Source: an optimization exercise on an open RTL-to-GDS flow (aim: small area and few clock cycles per item). Production flows keep margins and buffers that such runs may drop. For this run, only the layout was checked, not whether the RTL still works.

==> flow/design.v <==
`timescale 1ns / 1ps
package d2d_pkg;
  localparam int unsigned RAW_W   = 16;
  localparam int unsigned D80_W   = 20;
  localparam int unsigned OFS_W   = 20;
  localparam int unsigned BIAS_W  = 21;
  localparam int unsigned DEN_W   = 21;    
  localparam int unsigned Y_W     = 35;    
  localparam int unsigned NP_W    = 33;    
  localparam int unsigned XS_W    = 53;    
  localparam int unsigned RW      = 23;    
  localparam int unsigned QT_W    = 21;    
  localparam int unsigned CDATA_W = 32;
  localparam logic [15:0] DISP_HIGH_MAX = 16'd950;
endpackage
`timescale 1ns / 1ps
module d2d_cfg_regs (
  input  logic                        clk,
  input  logic                        rst_n,
  input  logic                        cfg_valid,
  output logic                        cfg_ready,
  input  logic [2:0]                  cfg_index,
  input  logic [d2d_pkg::CDATA_W-1:0] cfg_data,
  output logic                        disp_fmt,
  output logic                        big,         
  output logic [d2d_pkg::OFS_W-1:0]   drv_ofs,
  output logic [d2d_pkg::BIAS_W-1:0]  bias,
  output logic                        ign_zero,
  output logic                        depth_fmt,
  output logic [d2d_pkg::Y_W-1:0]     fb5,         
  output logic [d2d_pkg::NP_W-1:0]    nmm,         
  output logic                        lim_sat,     
  output logic                        lim_any,     
  output logic [d2d_pkg::QT_W-1:0]    lim_q,       
  output logic                        lim_nz,      
  output logic                        busy
);
  logic [31:0]               md_r;
  logic [d2d_pkg::Y_W-1:0]   fb5_r;
  logic [d2d_pkg::NP_W-1:0]  nmm_r;
  logic                      wr;
  assign cfg_ready = 1'b1;
  assign wr        = cfg_valid;
  always_ff @(posedge clk) begin
    if (!rst_n) begin
      disp_fmt  <= 1'b0;
      big       <= 1'b0;
      drv_ofs   <= '0;
      bias      <= '0;
      fb5_r     <= '0;
      md_r      <= 32'hFFFF_FFFF;
      ign_zero  <= 1'b0;
      depth_fmt <= 1'b0;
    end else if (wr) begin
      case (cfg_index)
        3'd0: disp_fmt  <= cfg_data[0];
        3'd1: big       <= cfg_data[15:0] > d2d_pkg::DISP_HIGH_MAX;
        3'd2: drv_ofs   <= cfg_data[d2d_pkg::OFS_W-1:0];
        3'd3: bias      <= cfg_data[d2d_pkg::BIAS_W-1:0];
        3'd4: fb5_r     <= {3'b000, cfg_data} + {1'b0, cfg_data, 2'b00};
        3'd5: md_r      <= cfg_data;
        3'd6: ign_zero  <= cfg_data[0];
        default: depth_fmt <= cfg_data[0];
      endcase
    end
  end
  always_ff @(posedge clk) begin
    nmm_r <= d2d_pkg::NP_W'((({fb5_r, 7'd0}) - ({fb5_r, 2'd0}) + {7'd0, fb5_r}) >> 9);
  end
  assign fb5 = fb5_r;
  assign nmm = nmm_r;
  logic [31:0] rem_r;
  logic [20:0] qd_r;
  logic        sat_r;
  logic        any_r;
  logic [4:0]  cnt_r;
  logic        busy_r;
  logic [32:0] r2;
  logic [32:0] diff;
  logic        ge;
  assign r2   = {rem_r, qd_r[20]};
  assign diff = r2 - {1'b0, md_r};
  assign ge   = !diff[32];
  always_ff @(posedge clk) begin
    if (!rst_n) begin
      busy_r <= 1'b0;
      cnt_r  <= '0;
      rem_r  <= '0;
      qd_r   <= '0;
      sat_r  <= 1'b0;
      any_r  <= 1'b1;
    end else if (wr && (cfg_index == 3'd4 || cfg_index == 3'd5)) begin
      busy_r <= 1'b1;
      cnt_r  <= '0;
    end else if (busy_r) begin
      cnt_r <= cnt_r + 5'd1;
      if (cnt_r == 5'd0) begin
        rem_r <= {14'd0, fb5_r[34:17]};
        qd_r  <= {fb5_r[16:0], 4'b0000};
        sat_r <= {14'd0, fb5_r[34:17]} >= md_r;
        any_r <= fb5_r == '0;
      end else begin
        rem_r <= ge ? diff[31:0] : r2[31:0];
        qd_r  <= {qd_r[19:0], ge};
        if (cnt_r == 5'd21) busy_r <= 1'b0;
      end
    end
  end
  assign lim_sat = sat_r;
  assign lim_any = any_r;
  assign lim_q   = qd_r;
  assign lim_nz  = rem_r != '0;
  assign busy    = busy_r;
endmodule
`timescale 1ns / 1ps
module d2d_front (
  input  logic                        clk,
  input  logic                        rst_n,
  input  logic                        ce,
  input  logic                        disp_fmt,
  input  logic                        big,
  input  logic [d2d_pkg::OFS_W-1:0]   drv_ofs,
  input  logic [d2d_pkg::BIAS_W-1:0]  bias,
  input  logic                        ign_zero,
  input  logic                        depth_fmt,
  input  logic [d2d_pkg::Y_W-1:0]     fb5,
  input  logic [d2d_pkg::NP_W-1:0]    nmm,
  input  logic                        lim_sat,
  input  logic                        lim_any,
  input  logic [d2d_pkg::QT_W-1:0]    lim_q,
  input  logic                        lim_nz,
  input  logic                        in_valid,
  input  logic [d2d_pkg::RAW_W-1:0]   in_raw,
  output logic                        n_v,
  output logic                        n_ok,
  output logic                        n_ovf,
  output logic [20:0]                 n_dv,
  output logic [20:0]                 n_r0,
  output logic [31:0]                 n_xp
);
  logic                       v0_r;
  logic [d2d_pkg::RAW_W-1:0]  raw_r;
  always_ff @(posedge clk) begin
    if (!rst_n)  v0_r <= 1'b0;
    else if (ce) v0_r <= in_valid;
  end
  always_ff @(posedge clk) begin
    if (ce) raw_r <= in_raw;
  end
  logic [15:0]               m;
  logic [18:0]               m5;
  logic [d2d_pkg::D80_W-1:0] d80;
  logic                      ge;
  logic [21:0]               den_nxt;
  logic                      v1_r;
  logic [21:0]               den_r;
  logic                      dz_r;
  assign m  = disp_fmt ? raw_r : {8'd0, raw_r[7:0]};
  assign m5 = {3'b000, m} + {1'b0, m, 2'b00};
  always_comb begin
    unique case ({disp_fmt, big})
      2'b00:   d80 = {m5[15:0], 4'd0};             
      2'b01:   d80 = {9'd0, m[7:0], 3'd0};        
      2'b10:   d80 = {1'b0, m5, 1'b0};           
      default: d80 = {4'd0, m};                  
    endcase
  end
  assign ge      = d80 > drv_ofs;
  assign den_nxt = ge ? ({2'b00, d80} - {2'b00, drv_ofs} + {bias[20], bias})
                      : {bias[20], bias};
  always_ff @(posedge clk) begin
    if (!rst_n)  v1_r <= 1'b0;
    else if (ce) v1_r <= v0_r;
  end
  always_ff @(posedge clk) begin
    if (ce) begin
      den_r <= den_nxt;
      dz_r  <= !ge;
    end
  end
  logic [20:0] den;
  logic        pos;
  logic        lim_ok;
  logic [48:0] x;
  logic [5:0][20:0] t;
  logic [5:0][52:0] xs;
  assign den    = den_r[20:0];
  assign pos    = !den_r[21] && (den != '0);
  assign lim_ok = lim_any || (!lim_sat && ({den, 1'b1} > {lim_q, lim_nz}));
  assign x      = depth_fmt ? {10'd0, fb5, 4'd0} : {nmm, 16'd0};
  assign t[0]  = den;
  assign xs[0] = {4'd0, x};
  for (genvar l = 0; l < 5; l++) begin : g_norm
    localparam int unsigned SH = 16 >> l;
    logic z;
    assign z         = t[l][20 -: SH] == '0;
    assign t[l+1]    = z ? {t[l][20-SH:0], {SH{1'b0}}} : t[l];
    assign xs[l+1]   = z ? {xs[l][52-SH:0], {SH{1'b0}}} : xs[l];
  end
  assign n_v   = v1_r;
  assign n_ok  = pos && !(ign_zero && dz_r) && lim_ok;
  assign n_ovf = x[48:32] >= {4'd0, den};
  assign n_dv  = t[5];
  assign n_r0  = xs[5][52:32];
  assign n_xp  = xs[5][31:0];
endmodule
`timescale 1ns / 1ps
module d2d_srt_step (
  input  logic [22:0] ws,       
  input  logic [22:1] wc,       
  input  logic [20:0] dv,       
  input  logic        b,        
  output logic [22:0] ws_n,
  output logic [22:1] wc_n,
  output logic        qp,
  output logic        qn
);
  logic [3:0]  est;
  logic [22:0] a;
  logic [22:0] c;
  logic [22:0] op;
  assign est = ws[22:19] + wc[22:19];
  assign qp  = !est[3];
  assign qn  = est[3] && !(&est[2:0]);
  always_comb begin
    a[0] = b;
    c[0] = qp;
    a[1] = ws[0];
    c[1] = 1'b0;
    for (int i = 2; i < 23; i++) begin
      a[i] = ws[i-1];
      c[i] = wc[i-1];
    end
    for (int i = 0; i < 21; i++) op[i] = dv[i] ? qn : qp;
    op[21] = qp;
    op[22] = qp;
  end
  always_comb begin
    for (int i = 0; i < 23; i++) begin
      ws_n[i] = a[i] ^ c[i] ^ op[i];
      if (i < 22) wc_n[i+1] = (a[i] & c[i]) | (op[i] & (a[i] ^ c[i]));
    end
  end
endmodule
module d2d_srt_steps #(
  parameter int unsigned K = 5
) (
  input  logic [22:0] ws_in,
  input  logic [22:1] wc_in,
  input  logic [20:0] dv,
  input  logic [31:0] xp_in,    
  input  logic [31:0] qn_in,    
  output logic [22:0] ws_o,
  output logic [22:1] wc_o,
  output logic [31:0] xp_o,
  output logic [31:0] qn_o
);
  logic [K:0][22:0] ws;
  logic [K:0][22:1] wc;
  logic [K:0][31:0] xp;
  logic [K:0][31:0] qn;
  assign ws[0] = ws_in;
  assign wc[0] = wc_in;
  assign xp[0] = xp_in;
  assign qn[0] = qn_in;
  for (genvar g = 0; g < K; g++) begin : g_it
    logic p, n;
    d2d_srt_step u_step (
      .ws   (ws[g]),
      .wc   (wc[g]),
      .dv   (dv),
      .b    (xp[g][31]),
      .ws_n (ws[g+1]),
      .wc_n (wc[g+1]),
      .qp   (p),
      .qn   (n)
    );
    assign xp[g+1] = {xp[g][30:0], p};
    assign qn[g+1] = {qn[g][30:0], n};
  end
  assign ws_o = ws[K];
  assign wc_o = wc[K];
  assign xp_o = xp[K];
  assign qn_o = qn[K];
endmodule
module d2d_srt_stage #(
  parameter int unsigned J0 = 0,
  parameter int unsigned K  = 5
) (
  input  logic             clk,
  input  logic             rst_n,
  input  logic             ce,
  input  logic             v_in,
  input  logic             ok_in,
  input  logic             ovf_in,
  input  logic [22:0]      ws_in,
  input  logic [22:1]      wc_in,
  input  logic [20:0]      dv_in,
  input  logic [31:0]      xp_in,
  input  logic [31:0]      qn_in,    
  output logic             v_r,
  output logic             ok_r,
  output logic             ovf_r,
  output logic [22:0]      ws_r,
  output logic [22:1]      wc_r,
  output logic [20:0]      dv_r,
  output logic [31:0]      xp_r,
  output logic [31:0]      qn_r      
);
  localparam int unsigned J1 = J0 + K;
  logic [22:0] ws_o;
  logic [22:1] wc_o;
  logic [31:0] xp_o;
  logic [31:0] qn_o;
  logic [J1-1:0] qn_q;
  d2d_srt_steps #(.K(K)) u_steps (
    .ws_in (ws_in),
    .wc_in (wc_in),
    .dv    (dv_in),
    .xp_in (xp_in),
    .qn_in (qn_in),
    .ws_o  (ws_o),
    .wc_o  (wc_o),
    .xp_o  (xp_o),
    .qn_o  (qn_o)
  );
  if (J1 < 32) begin : g_qz
    assign qn_r = {{(32-J1){1'b0}}, qn_q};
  end else begin : g_qf
    assign qn_r = qn_q;
  end
  always_ff @(posedge clk) begin
    if (!rst_n)  v_r <= 1'b0;
    else if (ce) v_r <= v_in;
  end
  always_ff @(posedge clk) begin
    if (ce) begin
      ok_r  <= ok_in;
      ovf_r <= ovf_in;
      ws_r  <= ws_o;
      wc_r  <= wc_o;
      dv_r  <= dv_in;
      xp_r  <= xp_o;
      qn_q  <= qn_o[J1-1:0];
    end
  end
endmodule
`timescale 1ns / 1ps
module d2d_out #(
  parameter int unsigned K = 4
) (
  input  logic         clk,
  input  logic         rst_n,
  input  logic         ce,
  input  logic         depth_fmt,
  input  logic         up_v,
  input  logic         up_ok,
  input  logic         up_ovf,
  input  logic [22:0]  up_ws,
  input  logic [22:1]  up_wc,
  input  logic [20:0]  up_dv,
  input  logic [31:0]  up_xp,
  input  logic [31:0]  up_qn,
  output logic         out_tvalid,
  output logic [31:0]  out_tdata,
  output logic         out_tuser
);
  logic [22:0] ws;
  logic [22:1] wc;
  logic [31:0] qp;
  logic [31:0] qn;
  logic [22:0] r;
  logic [31:0] q;
  logic [31:0] val;
  d2d_srt_steps #(.K(K)) u_steps (
    .ws_in (up_ws),
    .wc_in (up_wc),
    .dv    (up_dv),
    .xp_in (up_xp),
    .qn_in (up_qn),
    .ws_o  (ws),
    .wc_o  (wc),
    .xp_o  (qp),
    .qn_o  (qn)
  );
  assign r = ws + {wc, 1'b0};
  assign q = qp - qn - {31'd0, r[22]};
  always_comb begin
    if (!up_ok)         val = '0;
    else if (depth_fmt) val = q;
    else if (up_ovf)    val = 32'h0000_FFFF;
    else                val = {16'd0, q[31:16]};
  end
  logic o_v_r;
  logic [31:0] o_val_r;
  logic o_ok_r;
  always_ff @(posedge clk) begin
    if (!rst_n)  o_v_r <= 1'b0;
    else if (ce) o_v_r <= up_v;
  end
  always_ff @(posedge clk) begin
    if (ce) begin
      o_val_r <= val;
      o_ok_r  <= up_ok;
    end
  end
  assign out_tvalid = o_v_r;
  assign out_tdata  = o_val_r;
  assign out_tuser  = o_ok_r;
endmodule
`timescale 1ns / 1ps
module disparity_to_depth_pixel_core (
  input  logic                         clk,
  input  logic                         rst_n,
  input  logic                         in_tvalid,
  output logic                         in_tready,
  input  logic [15:0]                  in_tdata,    
  output logic                         out_tvalid,
  input  logic                         out_tready,
  output logic [31:0]                  out_tdata,   
  output logic                         out_tuser,   
  input  logic                         cfg_valid,
  output logic                         cfg_ready,
  input  logic [2:0]                   cfg_index,
  input  logic [31:0]                  cfg_data
);
  localparam int unsigned K0 = 3;
  localparam int unsigned KM = 5;
  localparam int unsigned NM = 5;
  localparam int unsigned KL = 32 - K0 - KM * NM;
  logic                        disp_fmt, big, ign_zero, depth_fmt;
  logic [d2d_pkg::OFS_W-1:0]   drv_ofs;
  logic [d2d_pkg::BIAS_W-1:0]  bias;
  logic [d2d_pkg::Y_W-1:0]     fb5;
  logic [d2d_pkg::NP_W-1:0]    nmm;
  logic                        lim_sat, lim_any, lim_nz, busy;
  logic [d2d_pkg::QT_W-1:0]    lim_q;
  logic                        ce;
  assign ce        = !out_tvalid || out_tready;
  assign in_tready = ce && !busy;
  d2d_cfg_regs u_cfg (
    .clk       (clk),
    .rst_n     (rst_n),
    .cfg_valid (cfg_valid),
    .cfg_ready (cfg_ready),
    .cfg_index (cfg_index),
    .cfg_data  (cfg_data),
    .disp_fmt  (disp_fmt),
    .big       (big),
    .drv_ofs   (drv_ofs),
    .bias      (bias),
    .ign_zero  (ign_zero),
    .depth_fmt (depth_fmt),
    .fb5       (fb5),
    .nmm       (nmm),
    .lim_sat   (lim_sat),
    .lim_any   (lim_any),
    .lim_q     (lim_q),
    .lim_nz    (lim_nz),
    .busy      (busy)
  );
  logic        n_v, n_ok, n_ovf;
  logic [20:0] n_dv, n_r0;
  logic [31:0] n_xp;
  d2d_front u_front (
    .clk       (clk),
    .rst_n     (rst_n),
    .ce        (ce),
    .disp_fmt  (disp_fmt),
    .big       (big),
    .drv_ofs   (drv_ofs),
    .bias      (bias),
    .ign_zero  (ign_zero),
    .depth_fmt (depth_fmt),
    .fb5       (fb5),
    .nmm       (nmm),
    .lim_sat   (lim_sat),
    .lim_any   (lim_any),
    .lim_q     (lim_q),
    .lim_nz    (lim_nz),
    .in_valid  (in_tvalid && in_tready),
    .in_raw    (in_tdata),
    .n_v       (n_v),
    .n_ok      (n_ok),
    .n_ovf     (n_ovf),
    .n_dv      (n_dv),
    .n_r0      (n_r0),
    .n_xp      (n_xp)
  );
  logic [NM+1:0]        s_v, s_ok, s_ovf;
  logic [NM+1:0][22:0]  s_ws;
  logic [NM+1:0][22:1]  s_wc;
  logic [NM+1:0][20:0]  s_dv;
  logic [NM+1:0][31:0]  s_xp, s_qn;
  assign s_v[0]   = n_v;
  assign s_ok[0]  = n_ok;
  assign s_ovf[0] = n_ovf;
  assign s_ws[0]  = {2'b00, n_r0};
  assign s_wc[0]  = '0;
  assign s_dv[0]  = n_dv;
  assign s_xp[0]  = n_xp;
  assign s_qn[0]  = '0;
  for (genvar g = 0; g <= NM; g++) begin : g_stage
    d2d_srt_stage #(
      .J0 (g == 0 ? 0 : K0 + KM * (g - 1)),
      .K  (g == 0 ? K0 : KM)
    ) u_stage (
      .clk    (clk),
      .rst_n  (rst_n),
      .ce     (ce),
      .v_in   (s_v[g]),
      .ok_in  (s_ok[g]),
      .ovf_in (s_ovf[g]),
      .ws_in  (s_ws[g]),
      .wc_in  (s_wc[g]),
      .dv_in  (s_dv[g]),
      .xp_in  (s_xp[g]),
      .qn_in  (s_qn[g]),
      .v_r    (s_v[g+1]),
      .ok_r   (s_ok[g+1]),
      .ovf_r  (s_ovf[g+1]),
      .ws_r   (s_ws[g+1]),
      .wc_r   (s_wc[g+1]),
      .dv_r   (s_dv[g+1]),
      .xp_r   (s_xp[g+1]),
      .qn_r   (s_qn[g+1])
    );
  end
  d2d_out #(.K(KL)) u_out (
    .clk        (clk),
    .rst_n      (rst_n),
    .ce         (ce),
    .depth_fmt  (depth_fmt),
    .up_v       (s_v[NM+1]),
    .up_ok      (s_ok[NM+1]),
    .up_ovf     (s_ovf[NM+1]),
    .up_ws      (s_ws[NM+1]),
    .up_wc      (s_wc[NM+1]),
    .up_dv      (s_dv[NM+1]),
    .up_xp      (s_xp[NM+1]),
    .up_qn      (s_qn[NM+1]),
    .out_tvalid (out_tvalid),
    .out_tdata  (out_tdata),
    .out_tuser  (out_tuser)
  );
endmodule
==> flow/run.sh <==
#!/bin/bash
# synth_recipe.tcl (not shown) runs the flow's synth.tcl, then flattens the netlist and writes it again
# the make line also repeats each setting of config.mk as NAME=value (left out here)
make -C /OpenROAD-flow-scripts/flow DESIGN_CONFIG=/design/flow/config.mk WORK_HOME=/design/flow/orfs CLKGATE_MAP_FILE= SYNTH_SCRIPT=/design/flow/synth_recipe.tcl finish
==> flow/config.mk <==
export PLATFORM = sky130hd
export DESIGN_NAME = disparity_to_depth_pixel_core
export DESIGN_NICKNAME = disparity_to_depth_pixel_core
export VERILOG_FILES = /design/flow/design.v
export SDC_FILE = /design/flow/constraint.sdc
export NUM_CORES = 4
export LEC_CHECK = 0
export CAP_MARGIN = 20
export CORE_MARGIN = 2
export CORE_UTILIZATION = 40
export SLEW_MARGIN = 20
==> flow/constraint.sdc <==
create_clock -name core_clock -period 12.0 [get_ports {clk}]
set_input_delay 2.4000 -clock core_clock [delete_from_list [all_inputs] [get_ports {clk}]]
set_output_delay 2.4000 -clock core_clock [all_outputs]
set_load 0.01 [all_outputs]
==> impl_metrics.ini <==
[logic_synthesis]
postSynthCellCount = 7619
syn-num-nets = 8831
synth-compound-area-share_pct = 14.2
synth_cell_types = 85
synth_top_family_by_area = adder cells
yosysWarnings = 10
synth_xor_area_share_pct = 3.33
synthSimpleGateAreaFrac_pct = 9.67
synthArstFlopShare_pct = 0
seq_area_frac_synth_pct = 35.2
synthMuxAreaShare_pct = 2.75
ys.flop_type = edfxtp_1
synth-edff-count = 729
synth_area_um2 = 74400
ys_ff_latch = 944
synth_adder_area_share_pct = 26.6
avgSynthCellArea_um2 = 9.77

[detailed_routing]
drt_wl_total_mm = 186
final_antenna_net_count = 0
vias_per_cell = 5.16
wl_met1_mm = 80.8
route.met2.wl_mm = 92.2
wl_per_cell_um = 18.2
vias = 52900
drc = 0
dr.pass1.iters = 6
highest_layer = met4
drtIter0Drc = 3379
wl_met3_mm = 7.05

[clock_tree]
clk_path_buf_depth = 3
cts_tree = built
htreeDepth = 3
cts_made_buffers = 109
clk_latency_ns = 0.77
cts_sinks = 944
cts_root_buf = clkbuf_16
cts.clk_slew.worst_paths_ns = 0.06

[die]
die_w_um = 435
core_um2 = 185000
die_area_um2 = 190000
start_util_pct = 40.2
die_h_um = 435
io_pins = 92
num_rows = 158

[sta]
setup_violations = 32
fin_skew_ns = 0.0607
fin_crit_ns = 12.54
setup_tns_ns = -11.52
rsz0062_at_grt = yes
worstMarginPinSlew_ns = 1.12
min_period_over_period_pct = 104
worst_slack_ns = -0.536
drv_slew = 0
fmax_ghz = 0.0798
hold_violations = 0
hold-worst-slack_ns = 0.392
maxSlewHeadroom_pct = 25.5

[global_routing]
grt_pass1_wl_mm = 299
grt_start_max_net_pins = 182
grt_pass1_vias = 54300
antenna_found_initial = 1
grt-ovfl-total = 0
grt_usage_pct = 19.5

[flow_run]
drv_cap = 0

[run_status]
status = failed layout checks
violations = negative setup slack

[layout]
final_nets = 8869
mostFrequentLayoutCells = 1198 x inv_1, 729 x edfxtp_1, 698 x fa_1
final_util_pct = 45.3
stdcell_count = 10200
final_common_cell = inv_1
drive_above_1_share_pct = 8.46
areaGrowthSynthToFinish_pct = 12.8
diodes = 0
fin_area_um2 = 83900

[setup_path]
slowest_stage = fa_1
reg2reg_to = u_out.o_val_r[15]
cp_data_arrival_time_ns = 13.04
critPathKind = register to register
worstSetupEndpointType = register
worstPathRequired_ns = 12.51
worstSetupStartpointType = register
path_max_fanout = 5
crit_top_cell = buf_4
r2r_cells = 73
max_stage_delay_ns = 0.57
r2r_setup_slack_ns = -0.54
reg2reg_from = g_stage[5].u_stage.ws_r[19]

[placed_design]
place_area_um2 = 78800
place_inst = 9952
place_ws_ns = -0.737
dp.final_hpwl_mm = 145
portBuffers = 90
place_congestion = 0.912

[hold_path]
hold_start = g_stage[2].u_stage.xp_r[18]
min_path_cells = 0
hold-path-endpoint = g_stage[3].u_stage.xp_r[23]
hp-class = register to register
## routing by layer
| metal | track usage, % | vias to the layer above |
|---|---|---|
| li1 | - | 25600 |
| met1 | 25.1 | 25800 |
| met2 | 34.0 | 1105 |
| met3 | 2.08 | 325 |
| met4 | 6.42 | 0 |
| met5 | 0 | - |
## critical path: cells and delay by family (launching register included)
kind / cells / cell delay, ns
and+or+nand+nor: 12 / 1.55
DFF: 1 / 0.36
xor gates and xnor gates: 4 / 0.66
buffers and inverters: 31 / 3.51
adders and majority gates: 11 / 3.72
AOI/OAI and AO/OA: 15 / 2.48
## worst max-delay path by stage
stage / start / endpoint / slack (ns) / cells past startpoint
2_1_floorplan: g_stage[5].u_stage.ws_r[19] / u_out.o_val_r[14] / -0.38 / 67
3_3_place_gp: g_stage[5].u_stage.ws_r[19] / u_out.o_val_r[14] / -0.52 / 62
3_5_place_dp: g_stage[5].u_stage.ws_r[19] / u_out.o_val_r[14] / -0.74 / 62
4_1_cts: g_stage[5].u_stage.wc_r[19] / u_out.o_val_r[11] / -0.62 / 66
5_1_grt: g_stage[5].u_stage.ws_r[19] / u_out.o_val_r[11] / -1.12 / 67
6_report: g_stage[5].u_stage.ws_r[19] / u_out.o_val_r[15] / -0.54 / 73
## cells in the mapped netlist, types with 36 or more instances
library cell | number | area share, %
a21o_1 | 142 | 1.4
and2_1 | 46 | 0.39
o21a_1 | 49 | 0.49
nand2_1 | 639 | 3.2
nor2b_1 | 54 | 0.45
a31oi_1 | 69 | 0.58
o21ai_0 | 404 | 2.7
nand3_1 | 63 | 0.42
o211ai_1 | 81 | 0.82
nor3_1 | 48 | 0.32
nor2_1 | 634 | 3.2
edfxtp_1 | 729 | 29
xnor2_1 | 181 | 2.1
clkbuf_1 | 364 | 1.8
mux2i_1 | 173 | 2.3
a211oi_1 | 36 | 0.36
a21oi_1 | 700 | 4.7
fa_1 | 710 | 19
inv_1 | 1210 | 6.1
ha_1 | 446 | 7.5
xor2_1 | 95 | 1.1
a21boi_0 | 74 | 0.75
dfxtp_1 | 215 | 5.8
## sequential cells by signal (all words and copies together), names as in the netlist, 5 cells and up
register and count:
u_cfg.nmm_r 33, u_cfg.fb5_r 35, u_cfg.cnt_r 5, g_stage.u_stage.ok_r 6, g_stage.u_stage.dv_r 126, g_stage.u_stage.ws_r 138, u_front.raw_r 16, u_cfg.drv_ofs 20
u_cfg.md_r 32, g_stage.u_stage.qn_q 87, u_cfg.bias 21, g_stage.u_stage.xp_r 162, g_stage.u_stage.ovf_r 6, u_front.den_r 22, u_out.o_val_r 32, g_stage.u_stage.v_r 6
u_cfg.qd_r 21, g_stage.u_stage.wc_r 132, u_cfg.rem_r 32
## kinds of logic (layout without fill, tap and decap cells)
family / Yosys count / in the layout
compound gates: 1758 / 1758
simple gates: 1662 / 1662
buf+inv: 1619 / 1752
fa+ha+maj: 1156 / 1156
flops: 944 / 944
xor+xnor: 279 / 280
mux: 200 / 200
other cells: 1 / 1
## cell type report
class                   count  area, um2
fillers                 17400     101000
multi-input cells        5057      43400
flip-flops and latches    944      26200
inverters                1212       4570
well taps                2480       3100
repair buffers            333       3010
clock buffers             130       2840
clock inverters            77        831
## repair_timing
action,in CTS,in global routing
setup buffers,43,28
gates resized for setup,63,128
hold buffers,0,0
setup endpoints to repair,67,243
cloned,0,5
pin swaps,55,63

==> afterwards: timing with drivers on the ports <==
In the flow no input, the clock included, has a driving cell. The finished layout below was timed again as built, in two steps.
Step 1 assumes that a clkbuf_16 drives the clock port and a buf_2 every other input.
Step 2 times the ports against the registers' clock, not the clock port: input delays grow and output delays shrink by t, the midpoint of the rising clock arrivals with the driver on.
Slacks: no drivers / after step 1 / after step 2; pairs: no drivers / after step 1.
t, ns: 0.819
setup slack, ns: -0.536 / -0.536 / -0.536
worst setup path at the end: register to register
The setup slack of this run moves by 0.000 ns with the drivers and by 0.000 ns with both steps.
